From an optimization exercise on the open Yosys and OpenROAD flow, aimed at small area; shortcuts taken in it are not production practice.
Function was checked by simulation only, so behaviour that the tests miss may differ from the original.
Power is estimated from default activity; no workload was simulated.

==> flow/design.v <==
`timescale 1ns/100ps
module usb_mon_top (
    input  logic        clk,
    input  logic        rst_n,
    input  logic [7:0]  host_rx_data,
    input  logic        host_rx_valid,
    input  logic        host_rx_sop,
    input  logic        host_rx_eop,
    input  logic [3:0]  host_rx_pid,
    input  logic        host_rx_crc_ok,
    input  logic [7:0]  dev_rx_data,
    input  logic        dev_rx_valid,
    input  logic        dev_rx_sop,
    input  logic        dev_rx_eop,
    input  logic [3:0]  dev_rx_pid,
    input  logic        dev_rx_crc_ok,
    output logic [7:0]  dev_tx_data,
    output logic        dev_tx_valid,
    output logic        dev_tx_sop,
    output logic        dev_tx_eop,
    output logic [3:0]  dev_tx_pid,
    output logic [7:0]  host_tx_data,
    output logic        host_tx_valid,
    output logic        host_tx_sop,
    output logic        host_tx_eop,
    output logic [3:0]  host_tx_pid,
    output logic [7:0]  cap_data,
    output logic        cap_modified,
    output logic [3:0]  cap_pid,
    output logic        cap_dir,
    output logic [63:0] cap_ts,
    output logic        cap_valid,
    input  logic        cap_ready,
    input  logic [63:0] timestamp,
    input  logic        event_valid,
    input  logic [7:0]  event_type,
    input  logic [7:0]  paddr,
    input  logic        psel,
    input  logic        penable,
    input  logic        pwrite,
    input  logic [31:0] pwdata,
    output logic [31:0] prdata,
    output logic        pready,
    output logic        pslverr
);
    localparam logic [2:0] ST_IDLE   = 3'd0;
    localparam logic [2:0] ST_PASS   = 3'd1;
    localparam logic [2:0] ST_STORE  = 3'd2;
    localparam logic [2:0] ST_XLATE  = 3'd3;
    localparam logic [2:0] ST_REPLAY = 3'd4;
    localparam logic [2:0] ST_DRAIN  = 3'd5;
    localparam logic [3:0] PID_SOF = 4'b0101;
    logic [2:0]   state_q;
    logic         dir_q;         
    logic [3:0]   pid_q;
    logic [63:0]  ts_q;          
    logic [6:0]   cnt_q;         
    logic [5:0]   len_q;         
    logic         mod_q;         
    logic [7:0]   mem_q [64];    
    logic         vld_q;         
    logic         sop_q;
    logic         eop_q;
    logic [7:0]   dat_q;
    logic         proxy_en_q;
    logic         store_en_q;
    logic         xlate_en_q;
    logic [6:0]   xlate_from_q;
    logic [6:0]   xlate_to_q;
    logic         crc_sticky_q;
    logic [1:0]   speed_q;
    logic [15:0]  err_cnt_q;
    logic [15:0]  frame_q;
    logic [15:0]  cap_drop_q;
    logic       in_idle, in_pass, in_store, in_xlate, in_replay, in_drain;
    logic       host_go, dev_go, start, dir_cur;
    logic [7:0] rx_data;
    logic       rx_valid, rx_sop, rx_eop;
    logic [3:0] rx_pid;
    logic       pass_pkt;
    logic       cnt_full;
    logic       is_token;
    logic       match;
    logic       crc_err;
    logic       overflow;
    logic       frame_lo_we, frame_hi_we;
    logic [63:0] sel;            
    logic [7:0]  rd_data;
    assign in_idle   = (state_q == ST_IDLE);
    assign in_pass   = (state_q == ST_PASS);
    assign in_store  = (state_q == ST_STORE);
    assign in_xlate  = (state_q == ST_XLATE);
    assign in_replay = (state_q == ST_REPLAY);
    assign in_drain  = (state_q == ST_DRAIN);
    assign host_go  = proxy_en_q && host_rx_valid && host_rx_sop;      
    assign dev_go   = proxy_en_q && dev_rx_valid && dev_rx_sop && !host_go;
    assign start    = host_go || dev_go;
    assign dir_cur  = in_idle ? dev_go : dir_q;
    assign rx_data  = dir_cur ? dev_rx_data  : host_rx_data;
    assign rx_valid = dir_cur ? dev_rx_valid : host_rx_valid;
    assign rx_sop   = dir_cur ? dev_rx_sop   : host_rx_sop;
    assign rx_eop   = dir_cur ? dev_rx_eop   : host_rx_eop;
    assign rx_pid   = dir_cur ? dev_rx_pid   : host_rx_pid;
    assign pass_pkt = (rx_pid == PID_SOF) || !store_en_q;
    assign cnt_full = cnt_q[6];          
    assign is_token = (pid_q[1:0] == 2'b01) && (pid_q[3:2] != 2'b01);
    assign match    = xlate_en_q && is_token && (len_q != '0) &&
                      (mem_q[1][6:0] == xlate_from_q);
    assign crc_err     = (host_rx_valid && host_rx_eop && !host_rx_crc_ok) ||
                         (dev_rx_valid && dev_rx_eop && !dev_rx_crc_ok);
    assign overflow    = in_store && rx_valid && cnt_full;
    assign frame_lo_we = in_pass && rx_valid && (pid_q == PID_SOF) && sel[1];
    assign frame_hi_we = in_pass && rx_valid && (pid_q == PID_SOF) && sel[2];
    always_ff @(posedge clk or negedge rst_n) begin
        if (!rst_n) begin
            state_q <= ST_IDLE;
        end else begin
            case (state_q)
                ST_IDLE: begin
                    if (start) begin
                        if (!rx_eop)        state_q <= pass_pkt ? ST_PASS : ST_STORE;
                        else if (!pass_pkt) state_q <= ST_XLATE;      
                    end
                end
                ST_PASS: begin
                    if (rx_valid && rx_eop) state_q <= ST_IDLE;
                end
                ST_STORE: begin
                    if (rx_valid && cnt_full) state_q <= rx_eop ? ST_IDLE : ST_DRAIN;
                    else if (rx_valid && rx_eop) state_q <= ST_XLATE;
                end
                ST_XLATE:  state_q <= ST_REPLAY;
                ST_REPLAY: begin
                    if (cnt_q[5:0] == len_q) state_q <= ST_IDLE;
                end
                ST_DRAIN: begin
                    if (rx_valid && rx_eop) state_q <= ST_IDLE;      
                end
                default: state_q <= ST_IDLE;
            endcase
        end
    end
    always_ff @(posedge clk) begin
        if (in_idle) begin
            dir_q <= dev_go;
            pid_q <= rx_pid;
            ts_q  <= timestamp;
        end
        if (in_idle)       cnt_q <= 7'd1;
        else if (in_xlate) cnt_q <= '0;
        else if (in_replay || rx_valid) cnt_q <= cnt_q + 1'b1;
        if (in_idle)       len_q <= '0;
        else if (in_store) len_q <= cnt_q[5:0];   
        if (in_idle)       mod_q <= 1'b0;
        else if (in_xlate) mod_q <= match;
    end
    always_comb begin
        rd_data = '0;
        for (int i = 0; i < 64; i++) begin
            sel[i]  = (cnt_q == 7'(i));
            rd_data = rd_data | ({8{sel[i]}} & mem_q[i]);
        end
    end
    always_ff @(posedge clk) begin
        if (sel[0] || in_idle) mem_q[0] <= rx_data;
        if (sel[1]) mem_q[1][7] <= rx_data[7];
        if (sel[1] || (in_xlate && match)) begin
            mem_q[1][6:0] <= in_xlate ? xlate_to_q : rx_data[6:0];
        end
    end
    for (genvar i = 2; i < 64; i++) begin : g_mem
        always_ff @(posedge clk) begin
            if (sel[i]) mem_q[i] <= rx_data;
        end
    end
    always_ff @(posedge clk or negedge rst_n) begin
        if (!rst_n) begin
            vld_q <= 1'b0;
        end else begin
            vld_q <= (in_idle && start && pass_pkt) || (in_pass && rx_valid) || in_replay;
        end
    end
    always_ff @(posedge clk) begin
        sop_q <= in_replay ? sel[0] : rx_sop;
        eop_q <= in_replay ? (cnt_q[5:0] == len_q) : rx_eop;
        dat_q <= in_replay ? rd_data : rx_data;
    end
    assign dev_tx_data   = dat_q;
    assign dev_tx_valid  = vld_q && !dir_q;
    assign dev_tx_sop    = vld_q && !dir_q && sop_q;
    assign dev_tx_eop    = vld_q && !dir_q && eop_q;
    assign dev_tx_pid    = pid_q;
    assign host_tx_data  = dat_q;
    assign host_tx_valid = vld_q && dir_q;
    assign host_tx_sop   = vld_q && dir_q && sop_q;
    assign host_tx_eop   = vld_q && dir_q && eop_q;
    assign host_tx_pid   = pid_q;
    assign cap_valid     = vld_q;
    assign cap_data      = dat_q;
    assign cap_modified  = mod_q;
    assign cap_pid       = pid_q;
    assign cap_dir       = dir_q;
    assign cap_ts        = ts_q;
    always_ff @(posedge clk or negedge rst_n) begin
        if (!rst_n) begin
            cap_drop_q <= '0;
        end else if (vld_q && !cap_ready) begin
            cap_drop_q <= cap_drop_q + 1'b1;     
        end
    end
    logic wr_en;
    logic addr_ok;
    assign pready = 1'b1;
    assign wr_en  = psel && penable && pwrite;
    always_ff @(posedge clk or negedge rst_n) begin
        if (!rst_n) begin
            proxy_en_q   <= 1'b0;
            store_en_q   <= 1'b0;
            xlate_en_q   <= 1'b0;
            xlate_from_q <= '0;
            xlate_to_q   <= '0;
            crc_sticky_q <= 1'b0;
            speed_q      <= 2'b00;
            err_cnt_q    <= '0;
            frame_q      <= '0;
        end else begin
            if (wr_en && paddr == 8'h00) begin
                proxy_en_q <= pwdata[0];
                store_en_q <= pwdata[1];
                xlate_en_q <= pwdata[2];
            end
            if (wr_en && paddr == 8'h04) begin
                xlate_from_q <= pwdata[6:0];
                xlate_to_q   <= pwdata[14:8];
            end
            if (crc_err) crc_sticky_q <= 1'b1;
            err_cnt_q <= err_cnt_q + {14'd0, crc_err && overflow, crc_err != overflow};
            if (frame_lo_we) frame_q[7:0]  <= rx_data;
            if (frame_hi_we) frame_q[15:8] <= rx_data;
            if (event_valid) begin
                case (event_type)
                    8'h01:   speed_q <= 2'b01;   
                    8'h02:   speed_q <= 2'b10;   
                    8'h03:   speed_q <= 2'b00;   
                    default: ;
                endcase
            end
        end
    end
    always_comb begin
        prdata  = '0;
        addr_ok = 1'b1;
        case (paddr)
            8'h00:   prdata = {29'd0, xlate_en_q, store_en_q, proxy_en_q};
            8'h04:   prdata = {17'd0, xlate_to_q, 1'b0, xlate_from_q};
            8'h08:   prdata = {29'd0, speed_q, crc_sticky_q};
            8'h0C:   prdata = {16'd0, err_cnt_q};
            8'h10:   prdata = {16'd0, frame_q};
            8'h14:   prdata = {16'd0, cap_drop_q};
            default: addr_ok = 1'b0;
        endcase
    end
    assign pslverr = psel && penable && !pwrite && !addr_ok;
endmodule
clock: 10.0 ns
lec_check: 0
cap_margin: 0
core_margin: 2
core_utilization: 60
gpl_timing_driven: 0
slew_margin: 0
buffer_ports_args: -buffer_cell sky130_fd_sc_hd__buf_1
cts_args: -sink_clustering_enable -repair_clock_nets -dont_use_dummy_load -buf_list {sky130_fd_sc_hd__clkbuf_4} -sink_clustering_size 9 -sink_clustering_max_diameter 35
standard.sh (not shown) runs the stock make flow with config.mk's settings and CLKGATE_MAP_FILE= SYNTH_SCRIPT=/design/flow/synth_recipe.tcl, a recipe that flattens the netlist after the stock synthesis.
==> flow/flow/run.sh <==
#!/bin/bash
# Standard layout with the ORFS settings in flow/extra.mk added to config.mk
set -euo pipefail
cat flow/extra.mk >> config.mk
bash standard.sh > standard.log 2>&1
==> flow/flow/extra.mk <==
# Smallest buffer on every port
export BUFFER_PORTS_ARGS = -buffer_cell sky130_fd_sc_hd__buf_1
# Small clock tree leaf clusters of small buffers, no dummy loads
export CTS_ARGS = -sink_clustering_enable -repair_clock_nets -dont_use_dummy_load -buf_list {sky130_fd_sc_hd__clkbuf_4} -sink_clustering_size 9 -sink_clustering_max_diameter 35
The first run produced a layout that fails on capacitance limit, slew limit.
Then changed:
CAP_MARGIN = 20   (was 0)
SLEW_MARGIN = 20   (was 0)
This time the run finished with timing, DRC and antenna clean.
Die area does not change.
Final cell count is lower by about 0.8%.
Maximum frequency is lower by 0.96%.
Utilization is lower by 0.58 points.
Hold slack stays flat.
Cell area is lower by 0.83%.
Clock-buffer cell count is higher by 3.
Synthesized cell count is unchanged.
Clock skew is lower by 0.0093 ns.
Then changed:
CORE_UTILIZATION = 40   (was 60)
GPL_TIMING_DRIVEN = default   (was 0)
Result:
- The changed run completed without violations
- fmax hardly moves
- worst hold slack stays flat
- clock skew hardly moves
- setup slack improved by 0.014 ns
- cell count increases by 8.8%
- synthesized cell count does not change
- wire length increases by 4.0%
- die area increases by 49%
Then changed:
CORE_UTILIZATION = 60   (was 40)
What happened: Setup slack gains 0.066 ns. Cell count decreases by roughly a tenth. Count of clock-buffer cells in the layout decreases by 9. Total power decreases slightly. Non-clock buffer count decreases by 2. Via count decreases slightly. Wire length decreases by a few percent.

== the previous run ==
// usb_mon_top: RTL as listed in full above, without the edits since
==> flow/config.mk <==
export PLATFORM = sky130hd
export DESIGN_NAME = usb_mon_top
export DESIGN_NICKNAME = usb_mon_top
export VERILOG_FILES = /design/flow/design.v
export SDC_FILE = /design/flow/constraint.sdc
export NUM_CORES = 4
export LEC_CHECK = 0
export CAP_MARGIN = 20
export CORE_MARGIN = 2
export CORE_UTILIZATION = 40
export SLEW_MARGIN = 20
# Smallest buffer on every port
export BUFFER_PORTS_ARGS = -buffer_cell sky130_fd_sc_hd__buf_1
# Small clock tree leaf clusters of small buffers, no dummy loads
export CTS_ARGS = -sink_clustering_enable -repair_clock_nets -dont_use_dummy_load -buf_list {sky130_fd_sc_hd__clkbuf_4} -sink_clustering_size 9 -sink_clustering_max_diameter 35
==> flow/constraint.sdc <==
create_clock -name core_clock -period 10.0 [get_ports {clk}]
set_input_delay 2.0000 -clock core_clock [delete_from_list [all_inputs] [get_ports {clk}]]
set_output_delay 2.0000 -clock core_clock [all_outputs]
set_load 0.01 [all_outputs]
==> flow/flow/run.sh <==
#!/bin/bash
# Standard synthesis, then an area-oriented remap of its combinational logic only
# (every register cell and name kept), then the standard layout with the ORFS
# settings of flow/extra.mk. Each tool writes its own log in this folder.
set -euo pipefail
cat flow/extra.mk >> config.mk
bash standard.sh synth > synth.log 2>&1

R=orfs/results/${FLOW_PLATFORM}/usb_mon_top/base
YOSYS=$FLOW_HOME/../tools/install/yosys/bin/yosys
[[ -x $YOSYS ]] || YOSYS=yosys
LIB=$FLOW_HOME/platforms/${FLOW_PLATFORM}/lib/sky130_fd_sc_hd__tt_025C_1v80.lib

cp $R/1_2_yosys.v std_1_2_yosys.v
sed -e "s#@LIB@#$LIB#g" flow/remap.ys > remap.ys
cp flow/remap.abc remap.abc
$YOSYS -s remap.ys > remap.log 2>&1
cp remap_1_2_yosys.v $R/1_2_yosys.v
rm -f $R/1_synth.odb $R/1_synth.sdc

bash standard.sh > standard.log 2>&1
Scripts as last shown in full above: flow/flow/extra.mk
Other scripts of this flow, unchanged in this note and not shown: flow/flow/remap.abc, flow/flow/remap.ys
The following lists how the current run was set up differently from the previous run:
Settings: CORE_UTILIZATION: 40 -> 60.
Results
- Relative to the previous run, the count of clock-net buffers in the final layout measured on the current run has decreased slightly.
- [compare] base=the previous run new=the current run: multi-input combinational area share +0.21 points; minimum setup slack in the final design picked up an extra 0.054 ns; number of diodes added for antenna fixing saw an increase.
- The current run reports a higher non-clock buffer count than the previous run does.
- Compared with the previous run, the current run shows a higher global routing usage on met3.
- Higher sequential share of cell area goes to the current run over the previous run.
- The power attributed to the clock group on the current run is in line with that on the previous run.
- [compare] base=the previous run new=the current run: clock-pin slew on the worst setup and hold paths did not really move, utilization after layout increased by 22 points relative to the old numbers.

main:
// usb_mon_top: RTL as listed in full above, without the edits since
clock: 10.0 ns
lec_check: 0
cap_margin: 20
core_margin: 2
core_utilization: 60
place_density: 0.75
slew_margin: 20
buffer_ports_args: -buffer_cell sky130_fd_sc_hd__buf_1
cts_args: -sink_clustering_enable -repair_clock_nets -dont_use_dummy_load -buf_list {sky130_fd_sc_hd__clkbuf_4} -sink_clustering_size 9 -sink_clustering_max_diameter 35
Scripts as last shown in full above: flow/flow/run.sh, flow/flow/extra.mk
Other scripts of this flow, unchanged in this note and not shown: flow/flow/remap.abc, flow/flow/remap.ys
main: PASS, flow complete, no timing, DRC or antenna violations
Edits applied to the flow inputs when going from main to the feature branch:
Settings: RECOVER_POWER newly set to 100.
diff --git a/flow/flow/extra.mk b/flow/flow/extra.mk
--- a/flow/flow/extra.mk
+++ b/flow/flow/extra.mk
@@ -3,2 +3,4 @@
 # Small clock tree leaf clusters of small buffers, no dummy loads
 export CTS_ARGS = -sink_clustering_enable -repair_clock_nets -dont_use_dummy_load -buf_list {sky130_fd_sc_hd__clkbuf_4} -sink_clustering_size 9 -sink_clustering_max_diameter 35
+# Downsize gates on paths with slack after global routing
+export RECOVER_POWER = 100
Results
Nothing crashed in the feature branch and all stages finished; the problem is that the final layout failed, the offending checks being capacitance limit, slew limit.
Highest achievable clock rate on the feature branch is up relative to main.
Diff main -> the feature branch: layout filler cell count increased by 79 relative to the old numbers, final cell count closely matched the old numbers.
The feature branch: post-layout worst setup margin is 0.024 ns higher than what main reported.
Any difference in critical path's largest stage delay between the feature branch and main is small enough to ignore.
Looking only at register-to-register slack, and setting everything else aside, the higher value of the feature branch and main goes to main.
Going from main to the feature branch, static leakage shrank by a few percent.

-- separate check: timing with driven ports --
The flow's constraints put no driver on any port. The routed layouts listed below were extracted and timed again, unchanged, in two steps.
Step 1, drivers: a clkbuf_16 drives clk and a buf_2 each remaining input, both assumed.
Step 2 moves the port delays by t, midway between the first and last clock arrival at a register: inputs arrive t later, outputs are due t later. That takes back most of the time a late clock gives input paths.
Slacks: ideal ports / drivers / drivers and shift; pairs: ideal ports / drivers.
run	t (ns)	setup WS [ns]	hold WS [ns]	slew at the worst register clock pin (ns)
the first run of note 1	0.873	4.001 / 3.979 / 3.979	0.467 / 0.467 / 0.467	0.11 / 0.11
the second run of note 1	0.896	3.943 / 3.923 / 3.923	0.465 / 0.465 / 0.465	0.10 / 0.10
the third run of note 1	0.910	3.957 / 3.925 / 3.925	0.467 / 0.467 / 0.467	0.10 / 0.10
the fourth run of note 1	0.865	4.023 / 4.003 / 4.003	0.473 / 0.473 / 0.473	0.10 / 0.10
the previous run	0.879	3.803 / 3.782 / 3.782	0.456 / 0.456 / 0.456	0.10 / 0.10
the current run	0.885	3.856 / 3.835 / 3.835	0.465 / 0.465 / 0.465	0.10 / 0.10
main	0.873	3.803 / 3.780 / 3.780	0.453 / 0.453 / 0.453	0.10 / 0.10
the feature branch	0.872	3.826 / 3.804 / 3.337	0.452 / 0.452 / 0.452	0.10 / 0.10
For the feature branch, which loses most, drivers alone change the setup slack by -0.022 ns; drivers and shift together by -0.489 ns.
